From an optimization exercise on the open Yosys and OpenROAD flow, aimed at small area, a short achievable clock period and few clock cycles per item; shortcuts taken in it are not production practice.
At most, simulation tests tie the RTL to the original design; equivalence was not proved.
Power figures rest on the tool's default switching activity, not on a simulated workload.

## run 1
==> module sdram_pixel_reader, before the edit <==
module sdram_pixel_reader #(
  parameter DEPTH = sdram_pixel_reader_pkg::DEF_FIFO_DEPTH
) (
  input  logic        clk_clk,
  input  logic        reset_reset_n,
  input  logic        start,
  input  logic [31:0] base_addr,
  input  logic [23:0] length_words,
  output logic        busy,
  output logic        done,
  output logic [31:0] avm_address,
  output logic        avm_read,
  output logic [3:0]  avm_burstcount,
  input  logic        avm_waitrequest,
  input  logic [31:0] avm_readdata,
  input  logic        avm_readdatavalid,
  output logic [31:0] src_data,
  output logic        src_valid,
  input  logic        src_ready,
  output logic        src_endofpacket
);
  localparam UW = $clog2(DEPTH + 9);
  logic        busy_q, done_q, read_q, pend_q;
  logic [26:0] blk_q;           
  logic [4:0]  off_q;           
  logic [20:0] nb_q;            
  logic [2:0]  part_q;          
  logic [2:0]  ge_q;
  logic [UW-1:0] room_q;        
  logic [3:0]  burst_q;
  logic [UW-1:0] used_q, sum_q;
  logic        eop_q;
  logic        accept, pop, len_nz, pend_after;
  logic [3:0]  burst_after, burst_ld;
  logic        ok_now, ok_after;
  logic        fifo_valid, fifo_valid_d;
  logic        last_d;
  logic [UW-1:0] sum_acc;
  assign accept = read_q && !avm_waitrequest;
  assign pop    = fifo_valid && src_ready;
  assign len_nz = (length_words != '0);
  assign burst_after = ge_q[1] ? 4'd8 : {1'b0, part_q};
  assign pend_after  = ge_q[1] || (ge_q[0] && (part_q != '0));
  assign burst_ld    = (length_words[23:3] != '0) ? 4'd8 : {1'b0, length_words[2:0]};
  assign ok_now   = pop ? (sum_q <= UW'(DEPTH + 1)) : (sum_q <= UW'(DEPTH));
  assign ok_after = ge_q[1] ? (pop ? (sum_q <= UW'(DEPTH - 7)) : (sum_q <= UW'(DEPTH - 8)))
                            : (pop ? (sum_q <= room_q + UW'(1)) : (sum_q <= room_q));
  assign last_d = accept ? (!pend_after && (pop ? (sum_q == UW'(2)) : (sum_q == UW'(1))))
                         : (!pend_q     && (pop ? (used_q == UW'(2)) : (used_q == UW'(1))));
  assign sum_acc = sum_q + UW'(burst_after);
  pixel_rx_fifo #(
    .DATA_W (32),
    .DEPTH  (DEPTH)
  ) u_fifo (
    .clk_clk       (clk_clk),
    .reset_reset_n (reset_reset_n),
    .push_i        (avm_readdatavalid),
    .wdata_i       (avm_readdata),
    .pop_i         (pop),
    .rdata_o       (src_data),
    .valid_o       (fifo_valid),
    .valid_d_o     (fifo_valid_d)
  );
  always_ff @(posedge clk_clk) begin
    if (!busy_q) begin
      blk_q   <= base_addr[31:5];
      off_q   <= base_addr[4:0];
      nb_q    <= length_words[23:3];
      part_q  <= length_words[2:0];
      ge_q[0] <= (length_words[23:3] != '0);
      ge_q[1] <= (length_words[23:4] != '0);
      ge_q[2] <= (length_words[23:5] != '0) || (length_words[4] && length_words[3]);
      room_q  <= UW'(DEPTH) - UW'(length_words[2:0]);
      burst_q <= burst_ld;
    end else if (accept) begin
      blk_q   <= blk_q + 27'd1;
      if (ge_q[0]) nb_q   <= nb_q - 21'd1;
      else         part_q <= '0;
      ge_q    <= {(nb_q[20:2] != '0), ge_q[2:1]};
      burst_q <= burst_after;
    end
  end
  always_ff @(posedge clk_clk or negedge reset_reset_n) begin
    if (!reset_reset_n) begin
      busy_q <= 1'b0;
      done_q <= 1'b0;
      read_q <= 1'b0;
      pend_q <= 1'b0;
      used_q <= '0;
      sum_q  <= '0;
      eop_q  <= 1'b0;
    end else begin
      if (!busy_q) begin
        busy_q <= start && len_nz;
        done_q <= start && !len_nz;
        read_q <= start && len_nz;
        pend_q <= 1'b1;
        used_q <= '0;
        sum_q  <= UW'(burst_ld);
        eop_q  <= 1'b0;
      end else begin
        busy_q <= !(pop && eop_q);
        done_q <= pop && eop_q;
        if (accept) begin
          read_q <= pend_after && ok_after;
          pend_q <= pend_after;
          used_q <= pop ? sum_q - UW'(1) : sum_q;
          sum_q  <= pop ? sum_acc - UW'(1) : sum_acc;
        end else begin
          if (!read_q) read_q <= pend_q && ok_now;
          used_q <= pop ? used_q - UW'(1) : used_q;
          sum_q  <= pop ? sum_q - UW'(1) : sum_q;
        end
        eop_q  <= fifo_valid_d && last_d;
      end
    end
  end
  assign busy            = busy_q;
  assign done            = done_q;
  assign avm_address     = {blk_q, off_q};
  assign avm_read        = read_q;
  assign avm_burstcount  = burst_q;
  assign src_valid       = fifo_valid;
  assign src_endofpacket = eop_q;
endmodule
make LEC_CHECK=0 CAP_MARGIN=20 CORE_MARGIN=2 CORE_UTILIZATION=40 SLEW_MARGIN=20 finish   # period 6.5 ns
run.sh (not shown) runs the stock make flow with config.mk's settings and CLKGATE_MAP_FILE= SYNTH_SCRIPT=/design/flow/synth_recipe.tcl, a recipe that flattens the netlist after the stock synthesis.
Modified inputs, run 2 compared to run 1
-- flow/design.v --
<<< run 1, line 80
  output logic        src_endofpacket
);
  localparam UW = $clog2(DEPTH + 9);
  logic        busy_q, done_q, read_q, pend_q;
  logic [26:0] blk_q;           
>>> run 2, line 80
  output logic        src_endofpacket
);
  localparam UW = $clog2(DEPTH + 1) + 1;
  logic        busy_q, done_q, read_q, pend_q;
  logic [26:0] blk_q;           
<<< run 1, line 86
  logic [20:0] nb_q;            
  logic [2:0]  part_q;          
  logic [2:0]  ge_q;
  logic [UW-1:0] room_q;        
  logic [3:0]  burst_q;
  logic [UW-1:0] used_q, sum_q;
  logic        eop_q;
  logic        accept, pop, len_nz, pend_after;
  logic [3:0]  burst_after, burst_ld;
  logic        ok_now, ok_after;
  logic        fifo_valid, fifo_valid_d;
  logic        last_d;
  logic [UW-1:0] sum_acc;
  assign accept = read_q && !avm_waitrequest;
  assign pop    = fifo_valid && src_ready;
  assign len_nz = (length_words != '0);
  assign burst_after = ge_q[1] ? 4'd8 : {1'b0, part_q};
  assign pend_after  = ge_q[1] || (ge_q[0] && (part_q != '0));
  assign burst_ld    = (length_words[23:3] != '0) ? 4'd8 : {1'b0, length_words[2:0]};
  assign ok_now   = pop ? (sum_q <= UW'(DEPTH + 1)) : (sum_q <= UW'(DEPTH));
  assign ok_after = ge_q[1] ? (pop ? (sum_q <= UW'(DEPTH - 7)) : (sum_q <= UW'(DEPTH - 8)))
                            : (pop ? (sum_q <= room_q + UW'(1)) : (sum_q <= room_q));
  assign last_d = accept ? (!pend_after && (pop ? (sum_q == UW'(2)) : (sum_q == UW'(1))))
                         : (!pend_q     && (pop ? (used_q == UW'(2)) : (used_q == UW'(1))));
  assign sum_acc = sum_q + UW'(burst_after);
  pixel_rx_fifo #(
    .DATA_W (32),
>>> run 2, line 86
  logic [20:0] nb_q;            
  logic [2:0]  part_q;          
  logic [3:0]  burst_q;
  logic [UW-1:0] used_q;
  logic        eop_q;
  logic        accept, pop, len_nz, nb_ge2, nb_nz, pend_after;
  logic [3:0]  burst_after;
  logic [UW-1:0] k_now, k_after;
  logic        ok_now, ok_after;
  logic        fifo_valid, fifo_valid_d;
  logic        last_acc, last_nacc, last_d;
  assign accept = read_q && !avm_waitrequest;
  assign pop    = fifo_valid && src_ready;
  assign len_nz = (length_words != '0);
  assign nb_nz       = (nb_q != '0);
  assign nb_ge2      = (nb_q[20:1] != '0);
  assign burst_after = nb_ge2 ? 4'd8 : {1'b0, part_q};
  assign pend_after  = nb_ge2 || (nb_nz && (part_q != '0));
  assign k_now    = used_q + UW'(burst_q);
  assign k_after  = used_q + UW'(burst_q) + UW'(burst_after);
  assign ok_now   = pop ? (k_now   <= UW'(DEPTH + 1)) : (k_now   <= UW'(DEPTH));
  assign ok_after = pop ? (k_after <= UW'(DEPTH + 1)) : (k_after <= UW'(DEPTH));
  assign last_acc  = !pend_after && (pop ? (k_now == UW'(2)) : (k_now == UW'(1)));
  assign last_nacc = !pend_q     && (pop ? (used_q == UW'(2)) : (used_q == UW'(1)));
  assign last_d    = accept ? last_acc : last_nacc;
  pixel_rx_fifo #(
    .DATA_W (32),
<<< run 1, line 128
      nb_q    <= length_words[23:3];
      part_q  <= length_words[2:0];
      ge_q[0] <= (length_words[23:3] != '0);
      ge_q[1] <= (length_words[23:4] != '0);
      ge_q[2] <= (length_words[23:5] != '0) || (length_words[4] && length_words[3]);
      room_q  <= UW'(DEPTH) - UW'(length_words[2:0]);
      burst_q <= burst_ld;
    end else if (accept) begin
      blk_q   <= blk_q + 27'd1;
      if (ge_q[0]) nb_q   <= nb_q - 21'd1;
      else         part_q <= '0;
      ge_q    <= {(nb_q[20:2] != '0), ge_q[2:1]};
      burst_q <= burst_after;
    end
>>> run 2, line 128
      nb_q    <= length_words[23:3];
      part_q  <= length_words[2:0];
      burst_q <= (length_words[23:3] != '0) ? 4'd8 : {1'b0, length_words[2:0]};
    end else if (accept) begin
      blk_q   <= blk_q + 27'd1;
      if (nb_nz) nb_q   <= nb_q - 21'd1;
      else       part_q <= '0;
      burst_q <= burst_after;
    end
<<< run 1, line 148
      pend_q <= 1'b0;
      used_q <= '0;
      sum_q  <= '0;
      eop_q  <= 1'b0;
    end else begin
>>> run 2, line 143
      pend_q <= 1'b0;
      used_q <= '0;
      eop_q  <= 1'b0;
    end else begin
<<< run 1, line 157
        pend_q <= 1'b1;
        used_q <= '0;
        sum_q  <= UW'(burst_ld);
        eop_q  <= 1'b0;
      end else begin
>>> run 2, line 151
        pend_q <= 1'b1;
        used_q <= '0;
        eop_q  <= 1'b0;
      end else begin
<<< run 1, line 165
          read_q <= pend_after && ok_after;
          pend_q <= pend_after;
          used_q <= pop ? sum_q - UW'(1) : sum_q;
          sum_q  <= pop ? sum_acc - UW'(1) : sum_acc;
        end else begin
          if (!read_q) read_q <= pend_q && ok_now;
          used_q <= pop ? used_q - UW'(1) : used_q;
          sum_q  <= pop ? sum_q - UW'(1) : sum_q;
        end
        eop_q  <= fifo_valid_d && last_d;
      end
>>> run 2, line 158
          read_q <= pend_after && ok_after;
          pend_q <= pend_after;
        end else if (!read_q) begin
          read_q <= pend_q && ok_now;
        end
        used_q <= used_q + (accept ? UW'(burst_q) : '0) - (pop ? UW'(1) : '0);
        eop_q  <= fifo_valid_d && last_d;
      end
### Flow results
- Run 2 vs run 1: clock power share down in run 2
- Sequential cell count in run 2 vs run 1: down 11
- Between run 1 and run 2, inverter count is higher for run 1, run 2 comes in under that.
- Routed wire in run 2 totals more than in run 1.
- Run 2: multi-input gate count lower than run 1
- Against run 1, run 2 comes in 3.2% higher on detail-routed net length per standard cell.
- For run 1, the capture point of the critical path was busy, unlike run 2, where it was read_q.
- NOTE: number of clock buffer instances in the layout in run 2 falls short of that of run 1
- Part of the power in registers (lower): run 1
- Power, run 2 vs run 1: down slightly
- On run 2: met1 track demand over resource is 0.30 points higher than what run 1 gave.
- Met2 demand-to-capacity share in global routing (run 2 over run 1): increase, 0.95 points
- Measured against each other, run 1 and run 2 differ in wire length of the first global-routing pass, the higher figure coming from run 2.
Testbench counts of run 2, summed over its fixed seeds: cycles 382,109, items 220,665.
No functional check of the RTL was part of run 1.

[separate check: timing with driven ports]
Ports are ideal in the flow. The routed layouts listed here were re-timed in OpenROAD.
Step 1, drivers: a clkbuf_16 drives clk_clk and a buf_2 each remaining input, both assumed.
Step 2, shift: input delay + t, output delay - t, t = (earliest + latest rising clock arrival at the registers) / 2. This alone moves slack from input paths to output paths.
a / b / c = ideal / step 1 / step 2; a / b = the first two.
| run | shift t [ns] | slack for setup (ns) | latest minus earliest clock arrival (ns) | worst data-port slew with drivers (ns) |
|---|---|---|---|---|
| run 1 | 0.656 | 3.146 / 3.086 / 2.794 | 0.020 / 0.020 | 0.08 |
| run 2 | 0.684 | 2.996 / 2.996 / 2.621 | 0.040 / 0.040 | 0.08 |
After both steps every run listed still meets setup and hold. The setup slack of run 2, which loses most, moves by 0.000 ns with the drivers and by -0.375 ns with both steps.
